From an optimization exercise on the open Yosys and OpenROAD flow, aimed at small area and few clock cycles per item; shortcuts taken in it are not production practice.
In this exercise RTL edits were held to simulation tests only and were not proved equivalent to the original.

==> module brtm_sel, before the edit <==
module brtm_sel (
  input  wire [39:0] p,
  input  wire        chg,
  input  wire [31:0] qe,
  output wire [31:0] q,
  output wire [8:0]  plo
);
  localparam logic [39:0] PSAT = 40'h82301fff7e;
  wire [40:0] ge;
  assign ge[0] = 1'b1;
  for (genvar i = 0; i < 40; i++) begin : g_ge
    if (PSAT[i]) begin : g1
      assign ge[i+1] = p[i] & ge[i];
    end else begin : g0
      assign ge[i+1] = p[i] | ge[i];
    end
  end
  wire sat    = chg & ge[40];
  wire keep   = chg & ~ge[40] & (|p[39:7]);
  assign q   = ({32{keep}} & qe) | {32{sat}};
  assign plo = ({9{chg}} & p[8:0]) | {9{sat}};
endmodule
==> module banded_temperature_motor_regulator_core, before the edit <==
module banded_temperature_motor_regulator_core #(
  parameter int TEMP_WIDTH = 12,
  parameter int TIME_WIDTH = 32,
  localparam int IN_DW = ((TEMP_WIDTH + TIME_WIDTH + 7) / 8) * 8
) (
  input  logic                              clk,
  input  logic                              rst_n,
  input  logic                              in_tvalid,
  output logic                              in_tready,
  input  logic [IN_DW-1:0]                  in_tdata,
  output logic                              out_tvalid,
  input  logic                              out_tready,
  output logic [brtm_pkg::OUT_DW-1:0]       out_tdata,
  input  logic                              cfg_we,
  input  logic [brtm_pkg::CFG_IDX_W-1:0]    cfg_index,
  input  logic [brtm_pkg::CFG_DATA_W-1:0]   cfg_wdata
);
  logic [7:0]  hi_r, lo_r, band_r;
  logic        one_hi_r;
  logic [11:0] setpoint_r;
  logic [15:0] interval_r;
  logic        wr_two, ge;
  logic [7:0]  wv, other;
  logic [8:0]  gc;
  assign wr_two = cfg_index[0];
  assign wv     = cfg_wdata[7:0];
  assign other  = (one_hi_r ^ wr_two) ? lo_r : hi_r;
  assign gc[0] = 1'b1;
  for (genvar i = 0; i < 8; i++) begin : g_ge
    brtm_maj u_m (.a(wv[i]), .b(~other[i]), .c(gc[i]), .y(gc[i+1]));
  end
  assign ge = gc[8];
  always_ff @(posedge clk) begin
    if (!rst_n) begin
      hi_r       <= 8'd255;
      lo_r       <= 8'd0;
      one_hi_r   <= 1'b1;
      setpoint_r <= '0;
      band_r     <= 8'd1;
      interval_r <= 16'd10000;
    end else if (cfg_we) begin
      case (cfg_index)
        3'd0, 3'd1: begin
          hi_r     <= ge ? wv : other;
          lo_r     <= ge ? other : wv;
          one_hi_r <= ge ^ wr_two;
        end
        3'd2: setpoint_r <= cfg_wdata[11:0];
        3'd3: band_r     <= cfg_wdata[7:0];
        3'd4: interval_r <= cfg_wdata[15:0];
        default: ;
      endcase
    end
  end
  logic [6:0] d_r;
  logic [7:0] dd;
  logic [8:0] dc;
  assign dc[0] = 1'b1;
  for (genvar i = 0; i < 8; i++) begin : g_d
    brtm_fa u_fa (.a(hi_r[i]), .b(~lo_r[i]), .c(dc[i]), .s(dd[i]), .co(dc[i+1]));
  end
  always_ff @(posedge clk) d_r <= dd[7:1];
  logic [7:0]  cur_r;
  logic [31:0] last_r;
  logic [11:0] prev_r;
  logic [47:0] total_r;
  logic        r0_v, r1_v, r2_v;
  logic [2:0]  r0_code;
  logic [31:0] r0_time;
  logic [39:0] r1_p;
  logic [7:0]  r1_want;
  logic        r1_chg;
  logic [31:0] r2_q;
  logic [8:0]  r2_plo;
  logic [7:0]  r2_app, r2_want;
  logic        r2_chg;
  logic ld0, ld1, ld2;
  assign ld2 = !r2_v || out_tready;
  assign ld1 = !r1_v || ld2;
  assign ld0 = !r0_v || ld1;
  assign in_tready = ld0;
  logic [2:0] code;
  brtm_front u_front (
    .t        (in_tdata[11:0]),
    .prev     (prev_r),
    .setpoint (setpoint_r),
    .band     (band_r),
    .code     (code)
  );
  always_ff @(posedge clk) begin
    if (!rst_n) begin
      prev_r <= '0;
      r0_v   <= 1'b0;
    end else if (ld0) begin
      r0_v <= in_tvalid;
      if (in_tvalid) prev_r <= in_tdata[11:0];
    end
  end
  always_ff @(posedge clk) begin
    if (ld0) begin
      r0_code <= code;
      r0_time <= in_tdata[43:12];
    end
  end
  logic [7:0]  want;
  logic        neq, igt, chg;
  logic [32:0] esum;
  logic [31:0] elapsed;
  logic [39:0] p;
  brtm_decide u_dec (
    .hi   (hi_r),
    .lo   (lo_r),
    .d    (d_r),
    .code (r0_code),
    .cur  (cur_r),
    .want (want),
    .neq  (neq)
  );
  brtm_sub32 u_esub (
    .a (r0_time),
    .b (last_r),
    .s (esum)
  );
  assign elapsed = esum[31:0];
  brtm_gt16 u_igt (
    .a  (elapsed[15:0]),
    .b  (interval_r),
    .gt (igt)
  );
  assign chg = neq && ((|elapsed[31:16]) || igt);
  brtm_mul u_mul (
    .e (elapsed),
    .c (cur_r),
    .p (p)
  );
  always_ff @(posedge clk) begin
    if (!rst_n) begin
      cur_r  <= '0;
      last_r <= '0;
      r1_v   <= 1'b0;
    end else if (ld1) begin
      r1_v <= r0_v;
      if (r0_v && chg) begin
        cur_r  <= want;
        last_r <= r0_time;
      end
    end
  end
  always_ff @(posedge clk) begin
    if (ld1) begin
      r1_p    <= p;
      r1_want <= want;
      r1_chg  <= chg;
    end
  end
  logic [31:0] qe;
  brtm_qest u_qest (
    .p (r1_p),
    .q (qe)
  );
  logic [31:0] q_nx;
  logic [8:0]  plo_nx;
  brtm_sel u_sel (
    .p   (r1_p),
    .chg (r1_chg),
    .qe  (qe),
    .q   (q_nx),
    .plo (plo_nx)
  );
  always_ff @(posedge clk) begin
    if (!rst_n) r2_v <= 1'b0;
    else if (ld2) r2_v <= r1_v;
  end
  always_ff @(posedge clk) begin
    if (ld2) begin
      r2_q    <= q_nx;
      r2_plo  <= plo_nx;
      r2_app  <= cur_r;
      r2_want <= r1_want;
      r2_chg  <= r1_chg;
    end
  end
  logic        corr, cin;
  logic [31:0] step;
  logic [32:0] lsum;
  logic [47:0] total_out;
  brtm_corr u_corr (
    .p    (r2_plo),
    .q    (r2_q[19:0]),
    .corr (corr)
  );
  assign cin = corr;
  brtm_inc32 u_inc (
    .a  (r2_q),
    .ci (cin),
    .s  (step)
  );
  brtm_add32c u_tadd (
    .a  (total_r[31:0]),
    .b  (r2_q),
    .ci (cin),
    .s  (lsum)
  );
  brtm_hi u_hi (
    .hi    (total_r[47:32]),
    .c     (lsum[32]),
    .lo    (lsum[31:0]),
    .total (total_out)
  );
  always_ff @(posedge clk) begin
    if (!rst_n) total_r <= '0;
    else if (r2_v && out_tready) total_r <= total_out;
  end
  assign out_tvalid = r2_v;
  assign out_tdata  = {7'd0, total_out, step, r2_chg, r2_want, r2_app};
endmodule
clock: 9.0 ns
lec_check: 0
cap_margin: 20
core_margin: 2
core_utilization: 40
cts_cluster_diameter: 150
cts_cluster_size: 18
place_density: 0.6
slew_margin: 20
synth_hierarchical: 1
synth_minimum_keep_size: 0
standard.sh (not shown) runs the stock make flow with config.mk's settings and CLKGATE_MAP_FILE= SYNTH_SCRIPT=/design/flow/synth_recipe.tcl, a recipe that flattens the netlist after the stock synthesis.
==> flow/flow/run.sh <==
#!/bin/bash
# Layout flow: the standard flow (standard.sh, synthesis unchanged) with
# smaller port buffers and a clock tree without dummy loads. The make output
# goes to standard.log here; ORFS keeps each tool's log under orfs/logs.
export BUFFER_PORTS_ARGS="-buffer_cell sky130_fd_sc_hd__buf_1"
export CTS_ARGS="-sink_clustering_enable -repair_clock_nets -sink_clustering_size 14 -sink_clustering_max_diameter 120 -dont_use_dummy_load -buf_list sky130_fd_sc_hd__clkbuf_8"
bash standard.sh > standard.log 2>&1
Testbench counts at the start, summed over its fixed seeds: cycles 16,096, items 16,000.
Next try:
--- a/flow/design.v
+++ b/flow/design.v
@@ -78,11 +78,11 @@
     end
   end
   wire sat    = chg & ge[40];
   wire keep   = chg & ~ge[40] & (|p[39:7]);
   assign q   = ({32{keep}} & qe) | {32{sat}};
-  assign plo = ({9{chg}} & p[8:0]) | {9{sat}};
+  assign plo = {chg & p[8], p[7:0]} | {9{sat}};
 endmodule
 module brtm_hi (
   input  wire [15:0] hi,
   input  wire        c,
   input  wire [31:0] lo,
@@ -2204,15 +2204,14 @@
   logic [47:0] total_r;
   logic        r0_v, r1_v, r2_v;
   logic [2:0]  r0_code;
   logic [31:0] r0_time;
   logic [39:0] r1_p;
-  logic [7:0]  r1_want;
   logic        r1_chg;
   logic [31:0] r2_q;
   logic [8:0]  r2_plo;
-  logic [7:0]  r2_app, r2_want;
+  logic [7:0]  r2_app;
   logic        r2_chg;
   logic ld0, ld1, ld2;
   assign ld2 = !r2_v || out_tready;
   assign ld1 = !r1_v || ld2;
   assign ld0 = !r0_v || ld1;
@@ -2284,13 +2283,12 @@
       end
     end
   end
   always_ff @(posedge clk) begin
     if (ld1) begin
-      r1_p    <= p;
-      r1_want <= want;
-      r1_chg  <= chg;
+      r1_p   <= {p[39:8], chg ? p[7:0] : want};
+      r1_chg <= chg;
     end
   end
   logic [31:0] qe;
   brtm_qest u_qest (
     .p (r1_p),
@@ -2312,11 +2310,10 @@
   always_ff @(posedge clk) begin
     if (ld2) begin
       r2_q    <= q_nx;
       r2_plo  <= plo_nx;
       r2_app  <= cur_r;
-      r2_want <= r1_want;
       r2_chg  <= r1_chg;
     end
   end
   logic        corr, cin;
   logic [31:0] step;
@@ -2325,11 +2322,11 @@
   brtm_corr u_corr (
     .p    (r2_plo),
     .q    (r2_q[19:0]),
     .corr (corr)
   );
-  assign cin = corr;
+  assign cin = corr && r2_chg;
   brtm_inc32 u_inc (
     .a  (r2_q),
     .ci (cin),
     .s  (step)
   );
@@ -2348,8 +2345,8 @@
   always_ff @(posedge clk) begin
     if (!rst_n) total_r <= '0;
     else if (r2_v && out_tready) total_r <= total_out;
   end
   assign out_tvalid = r2_v;
-  assign out_tdata  = {7'd0, total_out, step, r2_chg, r2_want, r2_app};
+  assign out_tdata  = {7'd0, total_out, step, r2_chg, r2_chg ? r2_app : r2_plo[7:0], r2_app};
 endmodule
 `default_nettype wire
Outcome:
- routed wire length fell by 1.1%
- count of clock-buffer cells in the layout fell by 1
- worst hold slack is better by 0.042 ns
- sequential share of layout area fell by 1.1 points
- setup slack is better by 0.016 ns
- non-clock buffer count rose by 2
- die area fell by 1.7%
- synthesized area fell by 1.7%
Testbench counts after the change, summed over its fixed seeds: cycles 16,096, items 16,000.

---

Another version of the RTL of banded_temperature_motor_regulator_core (not shown whole).
For scale: roughly 180 I/O pins.
## banded_temperature_motor_regulator_core
module banded_temperature_motor_regulator_core #(
  parameter int TEMP_WIDTH = 12,
  parameter int TIME_WIDTH = 32,
  localparam int IN_DW = ((TEMP_WIDTH + TIME_WIDTH + 7) / 8) * 8
) (
  input  logic                              clk,
  input  logic                              rst_n,
  input  logic                              in_tvalid,
  output logic                              in_tready,
  input  logic [IN_DW-1:0]                  in_tdata,
  output logic                              out_tvalid,
  input  logic                              out_tready,
  output logic [brtm_pkg::OUT_DW-1:0]       out_tdata,
  input  logic                              cfg_we,
  input  logic [brtm_pkg::CFG_IDX_W-1:0]    cfg_index,
  input  logic [brtm_pkg::CFG_DATA_W-1:0]   cfg_wdata
);
==> flow/config.mk <==
export PLATFORM = sky130hd
export DESIGN_NAME = banded_temperature_motor_regulator_core
export DESIGN_NICKNAME = banded_temperature_motor_regulator_core
export VERILOG_FILES = /design/flow/design.v
export SDC_FILE = /design/flow/constraint.sdc
export NUM_CORES = 4
export LEC_CHECK = 0
export CAP_MARGIN = 20
export CORE_MARGIN = 2
export CORE_UTILIZATION = 40
export CTS_CLUSTER_DIAMETER = 150
export CTS_CLUSTER_SIZE = 18
export PLACE_DENSITY = 0.6
export SLEW_MARGIN = 20
export SYNTH_HIERARCHICAL = 1
export SYNTH_MINIMUM_KEEP_SIZE = 0
==> flow/constraint.sdc <==
create_clock -name core_clock -period 9.0 [get_ports {clk}]
set_input_delay 1.8000 -clock core_clock [delete_from_list [all_inputs] [get_ports {clk}]]
set_output_delay 1.8000 -clock core_clock [all_outputs]
set_load 0.01 [all_outputs]
Scripts as last shown in full above: flow/flow/run.sh
Testbench counts at the start, summed over its fixed seeds: cycles 16,096, items 16,000.
Change:
--- a/flow/design.v
+++ b/flow/design.v
@@ -14,15 +14,15 @@
   localparam logic [CFG_IDX_W-1:0] REG_BAND      = 3'd3;
   localparam logic [CFG_IDX_W-1:0] REG_INTERVAL  = 3'd4;
 endpackage
 `default_nettype wire
 `default_nettype none
 module brtm_front (
   input  wire [11:0] t,
-  input  wire [11:0] prev,
+  input  wire [11:0] pn,
   input  wire [11:0] setpoint,
   input  wire [7:0]  band,
   output wire [2:0]  code
 );
   wire [13:0] dsum;
   brtm_sub13 u_sub (
     .a ({t[11], t}),
@@ -40,24 +40,21 @@
     brtm_maj u_m1 (.a(nx[i]),   .b(band[i]), .c(n1[i]), .y(n1[i+1]));
     brtm_maj u_m2 (.a(nx[i+1]), .b(band[i]), .c(n2[i]), .y(n2[i+1]));
     brtm_maj u_m4 (.a(nx[i+2]), .b(band[i]), .c(n4[i]), .y(n4[i+1]));
   end
   wire a1 = !(n1[8] & (&nx[11:8]));
   wire a2 = !(n2[8] & (&nx[11:9]));
   wire a4 = !(n4[8] & (&nx[11:10]));
-  wire [11:0] ntu = {t[11], ~t[10:0]};
-  wire [11:0] pu  = {~prev[11], prev[10:0]};
-  wire [12:0] cr, cf;
-  assign cr[0] = 1'b1;
-  assign cf[0] = 1'b0;
+  wire [11:0] tu = {~t[11], t[10:0]};
+  wire [12:0] cs;
+  assign cs[0] = side;
   for (i = 0; i < 12; i++) begin : g_slope
-    brtm_maj u_r (.a(pu[i]), .b(ntu[i]), .c(cr[i]), .y(cr[i+1]));
-    brtm_maj u_f (.a(pu[i]), .b(ntu[i]), .c(cf[i]), .y(cf[i+1]));
+    brtm_maj u_s (.a(tu[i]), .b(pn[i]), .c(cs[i]), .y(cs[i+1]));
   end
-  wire slope = side ? cf[12] : !cr[12];
+  wire slope = cs[12] ^ side;
   assign code = a4                ? {side, 2'd1} :
                 (a2 && slope)     ? {side, 2'd2} :
                 (a1 && slope)     ? {side, 2'd3} : 3'b000;
 endmodule
 `default_nettype wire
 `default_nettype none
 module brtm_sel (
@@ -2190,15 +2187,15 @@
   assign dc[0] = 1'b1;
   for (genvar i = 0; i < 8; i++) begin : g_d
     brtm_fa u_fa (.a(hi_r[i]), .b(~lo_r[i]), .c(dc[i]), .s(dd[i]), .co(dc[i+1]));
   end
   always_ff @(posedge clk) d_r <= dd[7:1];
   logic [7:0]  cur_r;
   logic [31:0] last_r;
-  logic [11:0] prev_r;
+  logic [11:0] prev_r;         
   logic [47:0] total_r;
   logic        r0_v, r1_v, r2_v;
   logic [2:0]  r0_code;
   logic [31:0] r0_time;
   logic [39:0] r1_p;
   logic        r1_chg;
   logic [31:0] r2_q;
@@ -2209,26 +2206,26 @@
   assign ld2 = !r2_v || out_tready;
   assign ld1 = !r1_v || ld2;
   assign ld0 = !r0_v || ld1;
   assign in_tready = ld0;
   logic [2:0] code;
   brtm_front u_front (
     .t        (in_tdata[11:0]),
-    .prev     (prev_r),
+    .pn       (prev_r),
     .setpoint (setpoint_r),
     .band     (band_r),
     .code     (code)
   );
   always_ff @(posedge clk) begin
     if (!rst_n) begin
-      prev_r <= '0;
+      prev_r <= 12'h7ff;
       r0_v   <= 1'b0;
     end else if (ld0) begin
       r0_v <= in_tvalid;
-      if (in_tvalid) prev_r <= in_tdata[11:0];
+      if (in_tvalid) prev_r <= {in_tdata[11], ~in_tdata[10:0]};
     end
   end
   always_ff @(posedge clk) begin
     if (ld0) begin
       r0_code <= code;
       r0_time <= in_tdata[43:12];
     end
The changed run completed without violations. Global-route usage drops by 0.15 points. Synthesized area falls by 0.58%. Wire length fell by 0.75%. Utilization climbs by 0.32 points. Worst setup slack is worse by 60 ps. Final area falls by 0.57%.
Testbench counts after the change, summed over its fixed seeds: cycles 16,096, items 16,000.

## what the ideal ports hide
No port has a modelled driver above. Below, the same layouts with a new extraction and two added sets of constraints.
Step 1 sets driving cells, clkbuf_16 on the clock port and buf_2 on the other inputs (assumed; they add their load-dependent delay and slew).
Step 2 also shifts input and output timing later by t, the mid clock arrival at the registers, as if the neighbouring blocks saw the same clock.
a / b / c = ideal ports / drivers / drivers and shift; a / b = the first two.
run | shift t [ns] | setup slack, ns | cell pins on the clock port's net
the first run of note 1 | 0.698 | 0.448 / 0.383 / 1.080 | 1
the second run of note 1 | 0.661 | 0.465 / 0.406 / 1.067 | 1
the first run of note 2 | 0.674 | 0.405 / 0.349 / 1.024 | 1
the second run of note 2 | 0.683 | 0.345 / 0.284 / 0.443 | 1
After both steps setup and hold are still met in every run listed.
